What follows belongs to an exercise in optimizing a design on an open flow for small area, a short achievable clock period and few clock cycles per item; a production flow would make more cautious choices.
The RTL was checked by simulation tests, not by an equivalence proof against the original design.
Power and IR drop assume default switching activity.

## design/flow/config.mk

```make
export PLATFORM = sky130hd
export DESIGN_NAME = rnn_cell_seq
export DESIGN_NICKNAME = rnn_cell_seq
export VERILOG_FILES = /design/flow/design.v
export SDC_FILE = /design/flow/constraint.sdc
export NUM_CORES = 4
export LEC_CHECK = 0
export CAP_MARGIN = 20
export CORE_MARGIN = 2
export CORE_UTILIZATION = 40
export SLEW_MARGIN = 20
```

## design/flow/constraint.sdc

```tcl
create_clock -name core_clock -period 12.0 [get_ports {clk}]
set_input_delay 2.4000 -clock core_clock [delete_from_list [all_inputs] [get_ports {clk}]]
set_output_delay 2.4000 -clock core_clock [all_outputs]
set_load 0.01 [all_outputs]
```

## design/flow/design.v

```verilog
module rnn_cell_seq #(
  parameter int unsigned N_IN    = 3,
  parameter int unsigned N_HID   = 4,
  parameter int unsigned N_OUT   = 2,
  parameter int unsigned W       = 18,
  parameter int unsigned FRAC    = 12,
  parameter int unsigned LUT_AW  = 7,
  parameter int unsigned SEQ_LEN = 4,
  parameter int unsigned ADDR_W  = 8,
  localparam int unsigned STEP_W = (SEQ_LEN == 0) ? 1 : $clog2(SEQ_LEN + 1)
) (
  input  logic                  clk,
  input  logic                  reset,
  input  logic                  in_valid,
  output logic                  in_ready,
  input  logic [N_IN*W-1:0]     in_data,
  output logic                  out_valid,
  input  logic                  out_ready,
  output logic [N_OUT*W-1:0]    out_data,
  input  logic                  wt_we,
  input  logic [1:0]            wt_sel,
  input  logic [ADDR_W-1:0]     wt_addr,
  input  logic [W-1:0]          wt_data,
  output logic                  wt_err,
  output logic [STEP_W-1:0]     step
);
  localparam int unsigned AW     = W + 4;
  localparam int unsigned PW     = 2 * W;
  localparam int unsigned W_SZ   = N_HID * N_HID;
  localparam int unsigned B_SZ   = N_HID * N_IN;
  localparam int unsigned C_SZ   = N_OUT * N_HID;
  localparam int unsigned L_SZ   = 1 << LUT_AW;
  localparam int unsigned W_AW   = (W_SZ > 1) ? $clog2(W_SZ) : 1;
  localparam int unsigned B_AW   = (B_SZ > 1) ? $clog2(B_SZ) : 1;
  localparam int unsigned C_AW   = (C_SZ > 1) ? $clog2(C_SZ) : 1;
  localparam int unsigned MAXN_A = (N_IN > N_HID) ? N_IN : N_HID;
  localparam int unsigned MAXN   = (MAXN_A > N_OUT) ? MAXN_A : N_OUT;
  localparam int unsigned CNT_W  = (MAXN > 1) ? $clog2(MAXN) : 1;
  localparam int unsigned MAXM_A = (W_SZ > B_SZ) ? W_SZ : B_SZ;
  localparam int unsigned MAXM   = (MAXM_A > C_SZ) ? MAXM_A : C_SZ;
  localparam int unsigned IDX_W  = (MAXM > 1) ? $clog2(MAXM) : 1;
  localparam int unsigned HID_IW = (N_HID > 1) ? $clog2(N_HID) : 1;
  localparam int unsigned IN_IW  = (N_IN > 1) ? $clog2(N_IN) : 1;
  localparam logic [2:0] S_IDLE   = 3'd0;
  localparam logic [2:0] S_MAC_W  = 3'd1;
  localparam logic [2:0] S_MAC_B  = 3'd2;
  localparam logic [2:0] S_COMMIT = 3'd3;
  localparam logic [2:0] S_MAC_C  = 3'd4;
  localparam logic [2:0] S_DONE   = 3'd5;
  function automatic logic signed [W-1:0] sat(input logic signed [AW-1:0] v);
    if ((v[AW-1:W-1] == '0) || (v[AW-1:W-1] == '1)) sat = v[W-1:0];
    else sat = v[AW-1] ? {1'b1, {(W-1){1'b0}}} : {1'b0, {(W-1){1'b1}}};
  endfunction
  logic signed [W-1:0] w_mem   [W_SZ];
  logic signed [W-1:0] b_mem   [B_SZ];
  logic signed [W-1:0] c_mem   [C_SZ];
  logic signed [W-1:0] lut_mem [L_SZ];
  logic [2:0]              state_q, state_d;
  logic [CNT_W-1:0]        row_q, row_d, col_q, col_d;
  logic [IDX_W-1:0]        idx_q, idx_d;
  logic signed [AW-1:0]    acc_q, acc_d;
  logic [STEP_W-1:0]       step_q, step_d;
  logic                    in_ready_q, in_ready_d;
  logic                    out_valid_q, out_valid_d;
  logic [N_OUT*W-1:0]      out_data_q, out_data_d;
  logic                    wt_err_q, wt_err_d;
  logic signed [W-1:0]     x_q [N_HID];
  logic signed [W-1:0]     x_d [N_HID];
  logic signed [W-1:0]     u_q [N_IN];
  logic signed [W-1:0]     u_d [N_IN];
  logic [LUT_AW-1:0]       p_q [N_HID];
  logic [LUT_AW-1:0]       p_d [N_HID];
  logic signed [W-1:0]     bu_q [N_HID];
  logic signed [W-1:0]     bu_d [N_HID];
  logic                    accept_c, in_range_c, wr_ok_c;
  logic                    col_last_c, row_last_c;
  logic [CNT_W-1:0]        col_max_c, row_max_c;
  logic signed [W-1:0]     mac_a_c, mac_b_c, sat_c;
  logic signed [PW-1:0]    prod_c;
  logic signed [AW-1:0]    acc_base_c, sum_c;
  assign in_ready  = in_ready_q;
  assign out_valid = out_valid_q;
  assign out_data  = out_data_q;
  assign wt_err    = wt_err_q;
  assign step      = step_q;
  always_comb begin
    state_d     = state_q;
    row_d       = row_q;
    col_d       = col_q;
    idx_d       = idx_q;
    acc_d       = acc_q;
    step_d      = step_q;
    out_valid_d = 1'b0;
    out_data_d  = out_data_q;
    for (int i = 0; i < N_HID; i++) begin
      x_d[i]  = x_q[i];
      p_d[i]  = p_q[i];
      bu_d[i] = bu_q[i];
    end
    for (int k = 0; k < N_IN; k++) u_d[k] = u_q[k];
    mac_a_c     = '0;
    mac_b_c     = '0;
    col_max_c   = '0;
    row_max_c   = '0;
    in_range_c  = 1'b0;
    accept_c = (state_q == S_IDLE) && in_valid && in_ready_q;
    case (wt_sel)
      2'd0:    in_range_c = 32'(wt_addr) < W_SZ;
      2'd1:    in_range_c = 32'(wt_addr) < B_SZ;
      2'd2:    in_range_c = 32'(wt_addr) < C_SZ;
      default: in_range_c = 32'(wt_addr) < L_SZ;
    endcase
    wr_ok_c  = wt_we && (state_q == S_IDLE) && !accept_c && in_range_c;
    wt_err_d = wt_we && !wr_ok_c;
    case (state_q)
      S_MAC_W: begin
        mac_a_c   = w_mem[W_AW'(idx_q)];
        mac_b_c   = x_q[HID_IW'(col_q)];
        col_max_c = CNT_W'(N_HID - 1);
        row_max_c = CNT_W'(N_HID - 1);
      end
      S_MAC_B: begin
        mac_a_c   = b_mem[B_AW'(idx_q)];
        mac_b_c   = u_q[IN_IW'(col_q)];
        col_max_c = CNT_W'(N_IN - 1);
        row_max_c = CNT_W'(N_HID - 1);
      end
      S_MAC_C: begin
        mac_a_c   = c_mem[C_AW'(idx_q)];
        mac_b_c   = x_q[HID_IW'(col_q)];
        col_max_c = CNT_W'(N_HID - 1);
        row_max_c = CNT_W'(N_OUT - 1);
      end
      default: ;
    endcase
    if (col_q == '0) acc_base_c = '0;
    else             acc_base_c = acc_q;
    prod_c     = PW'(mac_a_c) * PW'(mac_b_c);
    sum_c      = acc_base_c + AW'(prod_c >>> FRAC);
    sat_c      = sat(sum_c);
    col_last_c = (col_q == col_max_c);
    row_last_c = (row_q == row_max_c);
    case (state_q)
      S_IDLE: begin
        if (accept_c) begin
          for (int k = 0; k < N_IN; k++) u_d[k] = in_data[k*W +: W];
          state_d = (step_q == '0) ? S_MAC_B : S_MAC_W;
          row_d   = '0;
          col_d   = '0;
          idx_d   = '0;
        end
      end
      S_MAC_W, S_MAC_B, S_MAC_C: begin
        acc_d = sum_c;
        idx_d = idx_q + IDX_W'(1);
        col_d = col_q + CNT_W'(1);
        if (col_last_c) begin
          col_d = '0;
          row_d = row_q + CNT_W'(1);
          case (state_q)
            S_MAC_W: p_d[HID_IW'(row_q)]  = sat_c[W-1 -: LUT_AW];
            S_MAC_B: bu_d[HID_IW'(row_q)] = sat_c;
            default: out_data_d[W*32'(row_q) +: W] = sat_c;
          endcase
          if (row_last_c) begin
            row_d = '0;
            idx_d = '0;
            case (state_q)
              S_MAC_W: state_d = S_MAC_B;
              S_MAC_B: state_d = S_COMMIT;
              default: state_d = S_DONE;
            endcase
          end
        end
      end
      S_COMMIT: begin
        for (int i = 0; i < N_HID; i++) begin
          x_d[i] = sat(AW'(bu_q[i]) +
                       ((step_q == '0) ? AW'(0) : AW'(lut_mem[p_q[i]])));
        end
        if (SEQ_LEN == 0)
          step_d = (&step_q) ? step_q : step_q + STEP_W'(1);
        else
          step_d = (step_q == STEP_W'(SEQ_LEN - 1)) ? '0 : step_q + STEP_W'(1);
        state_d = S_MAC_C;
      end
      S_DONE: begin
        out_valid_d = 1'b1;
        if (out_valid_q && out_ready) begin
          out_valid_d = 1'b0;
          state_d     = S_IDLE;
        end
      end
      default: state_d = S_IDLE;
    endcase
    in_ready_d = (state_d == S_IDLE);
  end
  always_ff @(posedge clk) begin
    if (reset) begin
      state_q     <= S_IDLE;
      row_q       <= '0;
      col_q       <= '0;
      idx_q       <= '0;
      acc_q       <= '0;
      step_q      <= '0;
      in_ready_q  <= 1'b0;
      out_valid_q <= 1'b0;
      out_data_q  <= '0;
      wt_err_q    <= 1'b0;
      for (int i = 0; i < N_HID; i++) begin
        x_q[i]  <= '0;
        p_q[i]  <= '0;
        bu_q[i] <= '0;
      end
      for (int k = 0; k < N_IN; k++) u_q[k] <= '0;
    end else begin
      state_q     <= state_d;
      row_q       <= row_d;
      col_q       <= col_d;
      idx_q       <= idx_d;
      acc_q       <= acc_d;
      step_q      <= step_d;
      in_ready_q  <= in_ready_d;
      out_valid_q <= out_valid_d;
      out_data_q  <= out_data_d;
      wt_err_q    <= wt_err_d;
      for (int i = 0; i < N_HID; i++) begin
        x_q[i]  <= x_d[i];
        p_q[i]  <= p_d[i];
        bu_q[i] <= bu_d[i];
      end
      for (int k = 0; k < N_IN; k++) u_q[k] <= u_d[k];
    end
  end
  always_ff @(posedge clk) begin
    if (wr_ok_c) begin
      case (wt_sel)
        2'd0:    w_mem[W_AW'(wt_addr)]     <= wt_data;
        2'd1:    b_mem[B_AW'(wt_addr)]     <= wt_data;
        2'd2:    c_mem[C_AW'(wt_addr)]     <= wt_data;
        default: lut_mem[LUT_AW'(wt_addr)] <= wt_data;
      endcase
    end
  end
endmodule
```

## design/flow/run.sh

```bash
#!/bin/bash
# synth_recipe.tcl (not shown) runs the flow's synth.tcl, then flattens the netlist and writes it again
# the make line also repeats each setting of config.mk as NAME=value (left out here)
make -C /OpenROAD-flow-scripts/flow DESIGN_CONFIG=/design/flow/config.mk WORK_HOME=/design/flow/orfs CLKGATE_MAP_FILE= SYNTH_SCRIPT=/design/flow/synth_recipe.tcl finish
```

==> out/summary.txt <==
drt pass-1 iters - 7
Die H - 703 um
Worst Clk Skew - 66.9 ps
CP Class - flop to flop
Internal - 0.0192 W
Fin Hold WS - 444 ps
layout cells sized above 1 - 0.404
core area - 487,000 um2
min Tclk post-route - 11,460 ps
final count of hold timing violations - 0
Sink Count - 3,285
clock slew at reported path FFs - 60 ps
antenna-violating nets left - 0
status - complete, no violations
CP peak stage delay - 560 ps
unique cell type count in the Yosys netlist - 100
vias in the first global route - 122,000
Synth-to-Final Area Change - 12.0%
number of max-cap violations - 0
Iter 0 DRT Violations - 18,600
I/O Buffers - 128
unrepaired setup endpoints after global routing - no
FF+latch area - 95,400 um2
initial antenna violation count - 65
Static Leak - 64.6 nW
clk buf depth - 4
worst setup slack after layout - 541 ps
CP Capture Type - flop
Max-slew headroom - 0.213
Filler Cell Count - 41,000
FP Rows - 256
CTS tree - done
sequential power share - 0.506
R2R depth - 46
Yosys warnings - 9
hold crit path type - flop to flop
Startpoint Class - flop
# hold bufs at CTS - 0
Yosys reg bits - 3,285
Post-Syn Nets - 11,500
vias - 123,000
Period Utilization, post-route - 0.955
Power Total - 0.0246 W
pre-CTS setup slack - -62.5 ps
gr usage total - 0.291
Final Setup Violations - 0
max-slew violation count - 0
root buf cell - clkbuf_16
power density over cell area - 113 nW/um2
Net Sw Frac - 0.222
Seq/Total Area, Yosys - 0.488
Worst path slowest cell - fa_1
achievable frequency - 87.3 MHz
die area - 494,000 um2
Mean Syn Cell Area - 17.9 um2
Post-Syn Area - 196,000 um2
Clock Power Share - 0.464
Arr. time, crit path - 12,370 ps
Starting Density - 0.402
dpl hpwl - 456 mm
NetSw - 0.00546 W
I/O pins - 129
worst slew pin tran - 1180 ps
combined area of the multi-input logic cells - 95,900 um2
ys flop type - edfxtp_1
Final GP Congestion - 0.970
asr flop ratio synth - 0
worst hold stages - 2
Mapped Cells - 10,900
CP max FO - 25
first-pass GRT wire length - 1000 mm
Die Wd - 703 um
clock latency (worst-skew pair) - 1050 ps
pin count of the biggest net entering global routing - 154
H-tree depth - 5
grt total ovfl - 0
Peak VDD IR - 125 uV
# DRC - 0
WL final - 723 mm
Post-synth EDFFs - 2,952
combinational share of power - 0.030
Nets - 11,600
Crit path required time - 12,910 ps
vias per cell - 6.92
CTS buffer count - 365
routed len/inst - 40.7 um
-- layout by cell type, fill, tap and decap left out, types with 60 or more instances in the layout --
cell and count:
xnor2_1 80, clkinv_2 71, nor2b_1 60, buf_12 69
a211oi_1 117, nor2_2 98, buf_4 454, nand2_1 606
fa_1 319, ha_1 192, inv_1 382, clkbuf_16 375
mux2i_1 118, nor2_1 478, mux4_2 3198, clkdlybuf4s50_1 108
clkbuf_1 69, dfxtp_1 305, clkinv_1 64, o21ai_0 104
a21oi_1 253, edfxtp_1 2952
-- cell type report --
| class | instances | share of cell area |
|---|---|---|
| inverter | 388 | 0.00665 |
| multi-input combinational | 6304 | 0.438 |
| antenna | 20 | 0.000229 |
| sequential | 3285 | 0.436 |
| clock inverter | 212 | 0.00980 |
| clock buffer | 450 | 0.0444 |
| timing repair buffer | 652 | 0.0282 |
| tap | 6450 | 0.0369 |
-- cell families after synthesis --
family	count (synthesis)	synth area share
flops	3285	0.488
mux	3325	0.375
compound gates	799	0.0272
buf+inv	1341	0.0262
xor+xnor	114	0.00527
fa+ha+maj	512	0.0450
simple gates	1554	0.0337
-- synth_stat cells, types with 8 or more instances --
master	count	area [um2]
o21ai_1	18	90.1
dfxtp_1	333	6670
xnor2_1	80	701
or2_2	8	50.1
nand2_1	608	2280
mux4_2	3198	72000
nand3b_1	9	67.6
buf_1	256	961
nand2b_1	45	282
fa_1	319	6390
a211oi_1	117	878
o21bai_1	20	150
a211o_1	9	78.8
inv_1	383	1440
and3_1	19	119
nor3_1	54	270
buf_2	26	130
and2_1	38	238
nor2_1	625	2350
o21ai_0	108	541
nand3_1	33	165
a222oi_1	21	210
edfxtp_1	2952	88600
a21oi_1	254	1270
a32oi_1	8	70.1
a31oi_1	13	81.3
a22oi_1	42	315
xor2_1	32	280
ha_1	193	2410
or3_1	11	68.8
o22ai_1	22	138
o21a_1	25	188
nor2b_1	62	388
a21o_1	44	330
clkbuf_1	662	2480
mux2i_1	119	1190
nand4_1	11	68.8
-- sequential cells by signal, indices dropped and copies added, names as in the netlist, 3 cells and up, named ones only --
| name | cells |
|---|---|
| p_q | 28 |
| out_data_q | 36 |
| acc_q | 22 |
| b_mem | 216 |
| lut_mem | 2304 |
| w_mem | 288 |
| u_q | 54 |
| idx_q | 4 |
| c_mem | 144 |
| bu_q | 72 |
| x_q | 72 |
| state_q | 3 |
| step_q | 3 |
-- worst max-delay path, delay by kind of cell (launching register included) --
kind | cells | cell delay (ps)
simple gates | 10 | 1770
xor+xnor | 2 | 240
flops | 1 | 500
fa+ha+maj | 8 | 3320
mux | 2 | 870
buf+inv | 9 | 1480
compound gates | 15 | 3130
-- timing repair --
action	CTS	global route
hold endpoints to repair	0	0
setup buffers	2	9
pin swaps	0	4
gates resized for setup	1	19
endpoints found under the setup margin	33	101
cloned	0	1
-- power groups by stage --
stage / clock network, W / logic [W] / registers, W
after global placement: 0 / 0.000693 / 0.0127
after global routing: 0.0120 / 0.000774 / 0.0125
final: 0.0114 / 0.000733 / 0.0125
after CTS: 0.0115 / 0.000714 / 0.0125
after floorplan: 0 / 0.000295 / 0.0127
after detailed placement: 0 / 0.000710 / 0.0127
-- metrics by stage --
step | instances | TNS (ps) | instance area [um2] | utilization
5_1_grt | 17700 | 0 | 219000 | 0.450
2_1_floorplan | 10900 | 0 | 196000 | -
3_3_place_gp | 17100 | 0 | 207000 | 0.425
4_1_cts | 17700 | 0 | 219000 | 0.449
3_5_place_dp | 17100 | -152 | 207000 | 0.425
6_report | 17800 | 0 | 219000 | 0.450
-- metal layers --
metal	track usage	routed length, um	vias to the layer above
met5	0	360	-
met2	0.428	318000	9173
met4	0.146	45600	36
met3	0.106	102000	1725
met1	0.380	257000	65500
li1	-	-	46500
-- worst paths after layout --
| kind | start | endpoint | slack, ps |
|---|---|---|---|
| min | acc_q[13] | acc_q[13] | 440 |
| max | flop | out_data_q[13] | 540 |
| min reg2reg | acc_q[13] | acc_q[13] | 440 |
| max reg2reg | flop | out_data_q[13] | 540 |
Testbench counts, summed over its fixed seeds: cycles 18,432, items 512.

afterwards: timing with drivers on the ports:
The flow's constraints put no driver on any port. The routed layout listed below was extracted and timed again, unchanged, in two steps.
Step 1 assumes that a clkbuf_16 drives the clock port and a buf_2 every other input.
Step 2 moves the port delays by t, midway between the first and last clock arrival at a register: inputs arrive t later, outputs are due t later. That takes back most of the time a late clock gives input paths.
a / b / c = ideal ports / drivers / drivers and shift; a / b = the first two.
t, ns: 1.145
slack for setup (ns): 0.541 / 0.541 / 0.541
worst hold slack (ns): 0.444 / 0.444 / 0.444
worst setup path after step 2: register to register
cell pins on the clock port's net: 1
After both steps setup and hold are still met in this run. The setup slack of this run moves by 0.000 ns with the drivers and by 0.000 ns with both steps.
